Source: an optimization exercise on an open RTL-to-GDS flow (aim: small area, a short achievable clock period and few clock cycles per item). Production flows keep margins and buffers that such runs may drop. No functional check of the RTL was part of this run. No activity file was given, so power comes from the tool's default toggle rates.

<file path="config.mk">
export PLATFORM = sky130hd
export DESIGN_NAME = two_way_cache_ctrl
export DESIGN_NICKNAME = two_way_cache_ctrl
export VERILOG_FILES = /design/flow/design.v
export SDC_FILE = /design/flow/constraint.sdc
export NUM_CORES = 4
export LEC_CHECK = 0
export CAP_MARGIN = 20
export CORE_MARGIN = 2
export CORE_UTILIZATION = 40
export SLEW_MARGIN = 20
export SYNTH_MEMORY_MAX_BITS = 8192
</file>
<file path="constraint.sdc">
create_clock -name core_clock -period 7.0 [get_ports {clk}]
set_input_delay 1.4000 -clock core_clock [delete_from_list [all_inputs] [get_ports {clk}]]
set_output_delay 1.4000 -clock core_clock [all_outputs]
set_load 0.01 [all_outputs]
</file>
<file path="design.v">
module two_way_cache_ctrl #(
    parameter int ADDR_SIZE       = 32,
    parameter int NUM_SETS        = 16,
    parameter int WORDS_PER_BLOCK = 4
) (
    input  logic                 clk,
    input  logic                 rst,
    input  logic                 cpu_req_valid,
    output logic                 cpu_req_ready,
    input  logic                 cpu_we,
    input  logic [ADDR_SIZE-1:0] cpu_addr,
    input  logic [31:0]          cpu_wdata,
    output logic                 cpu_resp_valid,
    output logic [31:0]          cpu_rdata,
    output logic                 mem_req,
    output logic                 mem_we,
    output logic [ADDR_SIZE-1:0] mem_addr,
    output logic [31:0]          mem_wdata,
    input  logic [31:0]          mem_rdata,
    input  logic                 mem_ack,
    output logic [ADDR_SIZE-1:0] lru_addr,
    output logic                 lru_replace,
    input  logic                 lru_preferred
);
    localparam int WB = $clog2(WORDS_PER_BLOCK);
    localparam int OB = 2 + WB;
    localparam int SB = $clog2(NUM_SETS);
    localparam int TB = ADDR_SIZE - SB - OB;
    localparam int AW = ADDR_SIZE - 2;           
    localparam int NL = NUM_SETS * WORDS_PER_BLOCK;
    localparam int QD = 2;                       
    logic [31:0]   r_data0 [NL];
    logic [31:0]   r_data1 [NL];
    logic [TB-1:0] r_tag0  [NUM_SETS];
    logic [TB-1:0] r_tag1  [NUM_SETS];
    logic [NUM_SETS-1:0] r_val0, r_val1;
    logic          r0_v, r0_we;
    logic [AW-1:0] r0_addr;
    logic [31:0]   r0_wdata;
    logic          r1_v, r1_we;
    logic [AW-1:0] r1_addr;
    logic [31:0]   r1_wdata;
    logic          r2_v, r2_we, r2_hit, r2_way, r2_done;
    logic [AW-1:0] r2_addr;
    logic [31:0]   r2_wdata, r2_rd0, r2_rd1;
    logic          r_flip;                       
    logic [SB-1:0] r_lset;
    logic          h_v, h_we, h_vic, h_first;
    logic [WB-1:0] h_left;
    logic [AW-1:0] h_addr;
    logic [31:0]   h_wdata;
    logic          f_we   [QD];
    logic          f_vic  [QD];
    logic [AW-1:0] f_addr [QD];
    logic [31:0]   f_wdata[QD];
    logic [QD-1:0] f_v;
    logic          f_rp, f_wp;
    logic          rd_v;
    logic [31:0]   rd_data;
    logic [SB-1:0] rd_set;
    logic          rd_way;
    logic [WB-1:0] rd_word;
    logic          r_miss_wait;
    logic          r_resp_v;
    logic [31:0]   r_resp_d;
    logic [SB-1:0] w1_set;
    logic [WB-1:0] w1_word;
    logic [TB-1:0] w1_tag;
    logic          w1_hit0, w1_hit1;
    logic [31:0]   w1_rd0, w1_rd1;
    assign w1_set  = r1_addr[OB-2 +: SB];
    assign w1_word = r1_addr[0 +: WB];
    assign w1_tag  = r1_addr[AW-1 -: TB];
    assign w1_hit0 = r_val0[w1_set] && r_tag0[w1_set] == w1_tag;
    assign w1_hit1 = r_val1[w1_set] && r_tag1[w1_set] == w1_tag;
    assign w1_rd0  = r_data0[{w1_set, w1_word}];
    assign w1_rd1  = r_data1[{w1_set, w1_word}];
    logic [SB-1:0] w2_set;
    logic          w2_need_lru, w2_need_mem, w2_need_arr;
    logic          w2_port_ok, w2_mem_ok, w2_arr_ok, w2_act, w2_leave;
    logic          w2_pref, w2_flip;
    assign w2_set      = r2_addr[OB-2 +: SB];
    assign w2_need_lru = r2_hit || !r2_we;
    assign w2_need_mem = r2_we || !r2_hit;
    assign w2_need_arr = r2_we && r2_hit;
    assign w2_port_ok  = !w2_need_lru || !r_flip || r_lset == w2_set;
    assign w2_mem_ok   = !w2_need_mem || !f_v[QD-1];
    assign w2_arr_ok   = !w2_need_arr || !rd_v;
    assign w2_act      = r2_v && !r2_done && w2_port_ok && w2_mem_ok && w2_arr_ok;
    assign w2_leave    = r2_v && (r2_done || w2_act) && !r_miss_wait;
    assign w2_pref     = lru_preferred ^ r_flip;
    assign w2_flip     = w2_act && w2_need_lru && (!r2_hit || r2_way == w2_pref);
    logic w1_haz, w1_adv, w1_free, w_acc;
    logic w_pop, w_push;
    always_comb begin
        w1_haz = 1'b0;
        if (r2_v && !r2_done && (r2_we || !r2_hit) && w2_set == w1_set) w1_haz = 1'b1;
        if (h_v && !h_we && h_addr[OB-2 +: SB] == w1_set) w1_haz = 1'b1;
        for (int i = 0; i < QD; i++)
            if ((i == int'(f_rp) ? f_v[0] : f_v[1]) && !f_we[i] && f_addr[i][OB-2 +: SB] == w1_set)
                w1_haz = 1'b1;
        if (rd_v && rd_set == w1_set) w1_haz = 1'b1;
    end
    assign w1_adv  = r1_v && !w1_haz && (!r2_v || w2_leave);
    assign w1_free = !r1_v || w1_adv;
    assign w_acc   = cpu_req_valid && !r0_v && !rst;
    assign w_pop   = h_v && mem_ack && (h_we || h_left == '0);
    assign w_push  = w2_act && w2_need_mem;
    assign cpu_req_ready  = !r0_v;
    assign cpu_resp_valid = r_resp_v;
    assign cpu_rdata      = r_resp_d;
    assign mem_req        = h_v;
    assign mem_we         = h_we;
    assign mem_addr       = {h_addr, 2'b00};
    assign mem_wdata      = h_wdata;
    assign lru_addr       = {{TB{1'b0}}, r_lset, {OB{1'b0}}};
    assign lru_replace    = r_flip;
    always_ff @(posedge clk) begin
        if (rst) begin
            r0_v        <= 1'b0;
            r1_v        <= 1'b0;
            r2_v        <= 1'b0;
            r2_done     <= 1'b0;
            r_flip      <= 1'b0;
            h_v         <= 1'b0;
            f_v         <= '0;
            f_rp        <= 1'b0;
            f_wp        <= 1'b0;
            rd_v        <= 1'b0;
            r_miss_wait <= 1'b0;
            r_resp_v    <= 1'b0;
        end else begin
            r0_v <= r0_v ? !w1_free : (w_acc && !w1_free);
            if (w1_free) r1_v <= r0_v || w_acc;
            if (w1_adv) begin
                r2_v    <= 1'b1;
                r2_done <= 1'b0;
            end else if (w2_leave) begin
                r2_v    <= 1'b0;
            end else if (w2_act) begin
                r2_done <= 1'b1;
            end
            r_flip <= w2_flip;
            if (w_pop) begin
                h_v <= f_v[0] || w_push;
            end else if (!h_v && w_push) begin
                h_v <= 1'b1;
            end
            begin
                logic take, put;
                take = w_pop && f_v[0];
                put  = w_push && h_v && !(w_pop && !f_v[0]);
                if (take) f_rp <= !f_rp;
                if (put)  f_wp <= !f_wp;
                case ({take, put})
                    2'b10: f_v <= {1'b0, f_v[QD-1:1]};
                    2'b01: f_v <= {f_v[QD-2:0], 1'b1};
                    default: ;
                endcase
            end
            rd_v <= h_v && !h_we && mem_ack;
            if (r_miss_wait) begin
                r_resp_v    <= mem_ack && h_v && !h_we && h_first;
                r_miss_wait <= !(mem_ack && h_v && !h_we && h_first);
            end else begin
                r_resp_v    <= w2_leave && (r2_we || r2_hit);
                r_miss_wait <= w2_leave && !r2_we && !r2_hit;
            end
        end
    end
    always_ff @(posedge clk) begin
        if (!r0_v) begin
            r0_we    <= cpu_we;
            r0_addr  <= cpu_addr[ADDR_SIZE-1:2];
            r0_wdata <= cpu_wdata;
        end
        if (w1_free) begin
            r1_we    <= r0_v ? r0_we    : cpu_we;
            r1_addr  <= r0_v ? r0_addr  : cpu_addr[ADDR_SIZE-1:2];
            r1_wdata <= r0_v ? r0_wdata : cpu_wdata;
        end
        if (w1_adv) begin
            r2_we    <= r1_we;
            r2_addr  <= r1_addr;
            r2_wdata <= r1_wdata;
            r2_hit   <= w1_hit0 || w1_hit1;
            r2_way   <= w1_hit1;
            r2_rd0   <= w1_rd0;
            r2_rd1   <= w1_rd1;
        end
        r_lset <= w2_flip ? w2_set :
                  (r2_v && !w2_leave) ? w2_set : w1_set;
        if (w_pop || !h_v) begin
            if (w_pop && f_v[0]) begin
                h_we    <= f_we[f_rp];
                h_vic   <= f_vic[f_rp];
                h_addr  <= f_addr[f_rp];
                h_wdata <= f_wdata[f_rp];
            end else begin
                h_we    <= r2_we;
                h_vic   <= w2_pref;
                h_addr  <= r2_addr;
                h_wdata <= r2_wdata;
            end
            h_first <= 1'b1;
            h_left  <= '1;
        end else if (mem_ack) begin
            h_addr[WB-1:0] <= h_addr[WB-1:0] + 1'b1;
            h_left         <= h_left - 1'b1;
            h_first        <= 1'b0;
        end
        if (w_push && h_v) begin
            f_we[f_wp]    <= r2_we;
            f_vic[f_wp]   <= w2_pref;
            f_addr[f_wp]  <= r2_addr;
            f_wdata[f_wp] <= r2_wdata;
        end
        rd_data <= mem_rdata;
        rd_set  <= h_addr[OB-2 +: SB];
        rd_way  <= h_vic;
        rd_word <= h_addr[WB-1:0];
        r_resp_d <= r_miss_wait ? mem_rdata : (r2_way ? r2_rd1 : r2_rd0);
    end
    logic          w_wen;
    logic [SB-1:0] w_wset;
    logic          w_wway;
    logic [WB-1:0] w_wword;
    logic [31:0]   w_wdat;
    assign w_wen   = rd_v || (w2_act && w2_need_arr);
    assign w_wset  = rd_v ? rd_set  : w2_set;
    assign w_wway  = rd_v ? rd_way  : r2_way;
    assign w_wword = rd_v ? rd_word : r2_addr[0 +: WB];
    assign w_wdat  = rd_v ? rd_data : r2_wdata;
    always_ff @(posedge clk) begin
        if (w_wen && !w_wway) r_data0[{w_wset, w_wword}] <= w_wdat;
        if (w_wen &&  w_wway) r_data1[{w_wset, w_wword}] <= w_wdat;
        if (h_v && !h_we && h_first) begin
            if (!h_vic) r_tag0[h_addr[OB-2 +: SB]] <= h_addr[AW-1 -: TB];
            else        r_tag1[h_addr[OB-2 +: SB]] <= h_addr[AW-1 -: TB];
        end
    end
    always_ff @(posedge clk) begin
        if (rst) begin
            r_val0 <= '0;
            r_val1 <= '0;
        end else if (h_v && !h_we && h_first) begin
            if (!h_vic) r_val0[h_addr[OB-2 +: SB]] <= 1'b1;
            else        r_val1[h_addr[OB-2 +: SB]] <= 1'b1;
        end
    end
endmodule
</file>
<file path="run.sh">
#!/bin/bash
# synth_recipe.tcl (not shown) runs the flow's synth.tcl, then flattens the netlist and writes it again
# the make line also repeats each setting of config.mk as NAME=value (left out here)
make -C /OpenROAD-flow-scripts/flow DESIGN_CONFIG=/design/flow/config.mk WORK_HOME=/design/flow/orfs CLKGATE_MAP_FILE= SYNTH_SCRIPT=/design/flow/synth_recipe.tcl finish
</file>
==> impl_results.md <==
* Die Wd at 721 um
* Synth area leader: edfxtp_1
* Die height at 721 um
* Resized cells post-CTS at 0
* GRT Total Usage at 0.198
* Slew Viols, Final at 0
* DP HPWL at 311,000 um
* Synth-to-layout area growth at 14.7%
* CP endpoint kind: register
* DIE AREA at 521,000 um^2
* Routed wire length at 525,000 um
* Mapped cell area at 206,000 um^2
* Netlist cell types at 70
* Num CTS Buffers at 547
* Final #Nets at 9,387
* WL per Instance at 31.9 um
* Remaining Overflow, GRT at 0
* DRT met1 WL at 211,000 um
* Req. time, crit path at 7.70 ns
* Yosys top cell area share at 0.765
* Routed wl met3 at 47,400 um
* Antenna-violating nets left at 0
* Clock latency (worst-skew pair) at 1.07 ns
* H-tree Lvls at 6
* Vias/cell at 5.75
* Io pins at 235
* Number of global-route vias before repair at 95,700
* Max Used Layer: met5
* Rel. slew slack at 0.199
* Type of the tightest min-delay check: register to register
* Fraction of final layout cells sized beyond drive strength 1 at 0.302
* Top post-synthesis cells by area: edfxtp_1 (77%), mux4_2 (17%), dfxtp_1 (1.9%), mux2i_1 (0.89%), mux2_2 (0.62%)
* Root Buffer: clkbuf_16
* Register area share after synthesis at 0.784
* TNS Setup at 0 ns
* Site Rows at 263
* # hold bufs at CTS at 0
* Share of power burned in registers at 0.513
* Min Tclk post-route at 4.71 ns
* Final Hold Vio Count at 0
* Post-CTS setup buffers at 0
* CP Max Fanout at 17
* Clk sinks at 5,439
* Comb pwr share at 0.086
* Syn Inst Count at 8,633
* Residual DRC at 0
* Post-Syn Area per Cell at 23.9 um^2
* Clock power frac at 0.401
* Initial antenna violation count at 47
* Share of flip-flops with an asynchronous set or reset at 0
* Sw Share at 0.228
* I/O Buffers at 202
* Placer Congestion at 0.823
* Slew at the pin closest to its max-slew limit at 1.20 ns
* DP Area at 219,000 um^2
* Switching pwr at 16.3 mW
* Max cap viols at 0
* Synth warn at 1
* Met2 routed WL at 253,000 um
* Endpoints failing setup at 0
* Fmax at 212 MHz
* Power per cell area at 304 nW/um^2
* Fin Clk Skew at 0.0589 ns
* DRT Pass-1 Iters at 6
* Startpoint Class: register
* CTS tree: done
* FF+latch area at 161,000 um^2
* Peak supply drop at 0.290 mV
* CP Data Arrival Time at 5.41 ns
* Internal at 55.4 mW
* LEAKAGE at 73.1 nW
* Tcrit/Tclk final at 0.673
* CP Class: register to register
* Clock Tree Buf Depth at 4
* Placeable Area at 513,000 um^2
* Vias post-DR at 94,800
* Seq cells post-synth at 5,439
* Starting Density at 0.401
* Number of fillers in the final layout at 41,500
* Post-synth EDFFs at 5,248
* DRT iter0 DRCs at 12,500
* Clk slew on worst S/H paths at 0.06 ns
* Pin count of the biggest net entering global routing at 107
* RSZ-0062 raised after global routing: no
* First-pass GRT wire length at 733,000 um
* Area occupied by multi-input gates at 43,600 um^2
* Run status: no timing/DRC/antenna violations
* Post-synth top flop: edfxtp_1
* Final instance area at 236,000 um^2
[worst max-delay path, cell delays in order, from the launching register on]
cell and delay (ns):
edfxtp_1 0.56, xnor2_1 0.23, nand4_1 0.14, a31oi_1 0.51
and3_1 0.29, a21oi_1 0.18, nor2_1 0.29, nand2_1 0.73
nor2_4 0.97, buf_4 0.48
[per-stage QoR]
stage / power, mW / hold WS (ns) / setup slack [ns] / std cells / utilization
2_1_floorplan: 41.0 / 0.400 / 2.50 / 8662 / -
5_1_grt: 73.7 / 0.410 / 2.08 / 16500 / 0.460
3_3_place_gp: 43.5 / 0.403 / 2.33 / 15500 / 0.425
3_5_place_dp: 43.7 / 0.405 / 2.34 / 15500 / 0.426
4_1_cts: 72.3 / 0.410 / 2.34 / 16500 / 0.460
6_report: 71.7 / 0.409 / 2.29 / 16500 / 0.460
[path summary, 6_finish.rpt]
| check | startpoint | endpoint | slack (ns) | cells past startpoint |
|---|---|---|---|---|
| min reg2reg | r1_wdata[12] | r2_wdata[12] | 0.41 | 0 |
| max | r2_addr[2] | r_data0[19][19] | 2.29 | 9 |
| min | r1_wdata[12] | r2_wdata[12] | 0.41 | 0 |
| max reg2reg | r2_addr[2] | r_data0[19][19] | 2.29 | 9 |
[cells in the mapped netlist (10+ instances only)]
| master | n |
|---|---|
| buf_1 | 91 |
| o21ai_0 | 120 |
| dfxtp_1 | 191 |
| nor2_1 | 239 |
| a22oi_1 | 18 |
| buf_2 | 88 |
| mux4_2 | 1530 |
| o22ai_1 | 11 |
| mux2_2 | 114 |
| a21oi_1 | 58 |
| edfxtp_1 | 5248 |
| inv_1 | 22 |
| nor3_1 | 14 |
| xor2_1 | 37 |
| mux2i_1 | 184 |
| xnor2_1 | 48 |
| nor2b_1 | 10 |
| buf_4 | 46 |
| buf_6 | 13 |
| nand3_1 | 15 |
| clkbuf_1 | 227 |
| nand2_1 | 172 |
[routing by layer]
metal / global-route usage / vias up
met1: 0.277 / 51800
met5: 0 / -
met4: 0.0507 / 8
met3: 0.0401 / 663
li1: - / 38100
met2: 0.319 / 4187
[cell families after synthesis]
kind of cell | Yosys count | synth area share
flip-flops | 5439 | 0.784
multiplexers | 1829 | 0.183
adder cells (fa/ha/maj) | 7 | 0.000425
AO/OA/AOI/OAI | 271 | 0.00791
AND/OR/NAND/NOR | 508 | 0.0104
other | 1 | 0.0000182
XOR/XNOR | 85 | 0.00362
buffers and inverters | 493 | 0.0112
[sequential cells by signal, indices dropped and copies added (netlist names), 32 cells and up, named ones only]
signal / count
r_tag0: 384
r2_wdata: 32
r1_wdata: 32
f_addr: 60
r_tag1: 384
r_resp_d: 32
f_wdata: 64
r2_rd1: 32
rd_data: 32
r0_wdata: 32
r_data1: 2048
h_wdata: 32
r_data0: 2048
r2_rd0: 32
[placed cells by master (no fill, tap or decap), drive strengths merged, types with 115 or more instances in the layout]
cell type	netlist	layout
mux2i	184	184
dfxtp	191	191
buf	243	336
o21ai	123	123
clkinv	0	207
mux2	115	115
mux4	1530	1530
edfxtp	5248	5248
nand2	172	172
clkbuf	227	691
clkdlybuf4s50	0	201
nor2	240	240
[final cells by class]
| cell class | instances | share of cell area |
|---|---|---|
| sequential | 5439 | 0.684 |
| multi-input combinational | 2730 | 0.184 |
| clock buffer | 691 | 0.0622 |
| tap | 6757 | 0.0358 |
| timing repair buffer | 537 | 0.0216 |
| clock inverter | 291 | 0.0119 |
| inverter | 23 | 0.000392 |
| antenna | 17 | 0.000180 |
[power groups by stage]
stage	Sequential (mW)	Clock [mW]	Combinational [mW]
final	36.8	28.8	6.15
after global routing	36.8	30.5	6.48
after CTS	36.8	29.3	6.20
after detailed placement	37.5	0	6.18
after global placement	37.5	0	6.05
after floorplan	37.3	0	3.72

## port drivers added, routing unchanged
Ports are ideal in the flow. The routed layout listed here was re-timed in OpenROAD. Step 1: set_driving_cell puts a clkbuf_16 on clk and a buf_2 on each other input, an assumption about the parent block. Step 2 moves the port delays by t, midway between the first and last clock arrival at a register: inputs arrive t later, outputs are due t later. That takes back most of the time a late clock gives input paths. Slacks: no drivers / after step 1 / after step 2; pairs: no drivers / after step 1.
t (ns): 1.155
slack for setup (ns): 2.291 / 2.291 / 2.291
hold WS [ns]: 0.409 / 0.409 / 0.409
worst setup path after step 2: register to register
cell pins on the clock port's net: 1
After both steps this run still meets setup and hold. For this run, drivers alone change the setup slack by 0.000 ns; drivers and shift together by 0.000 ns.
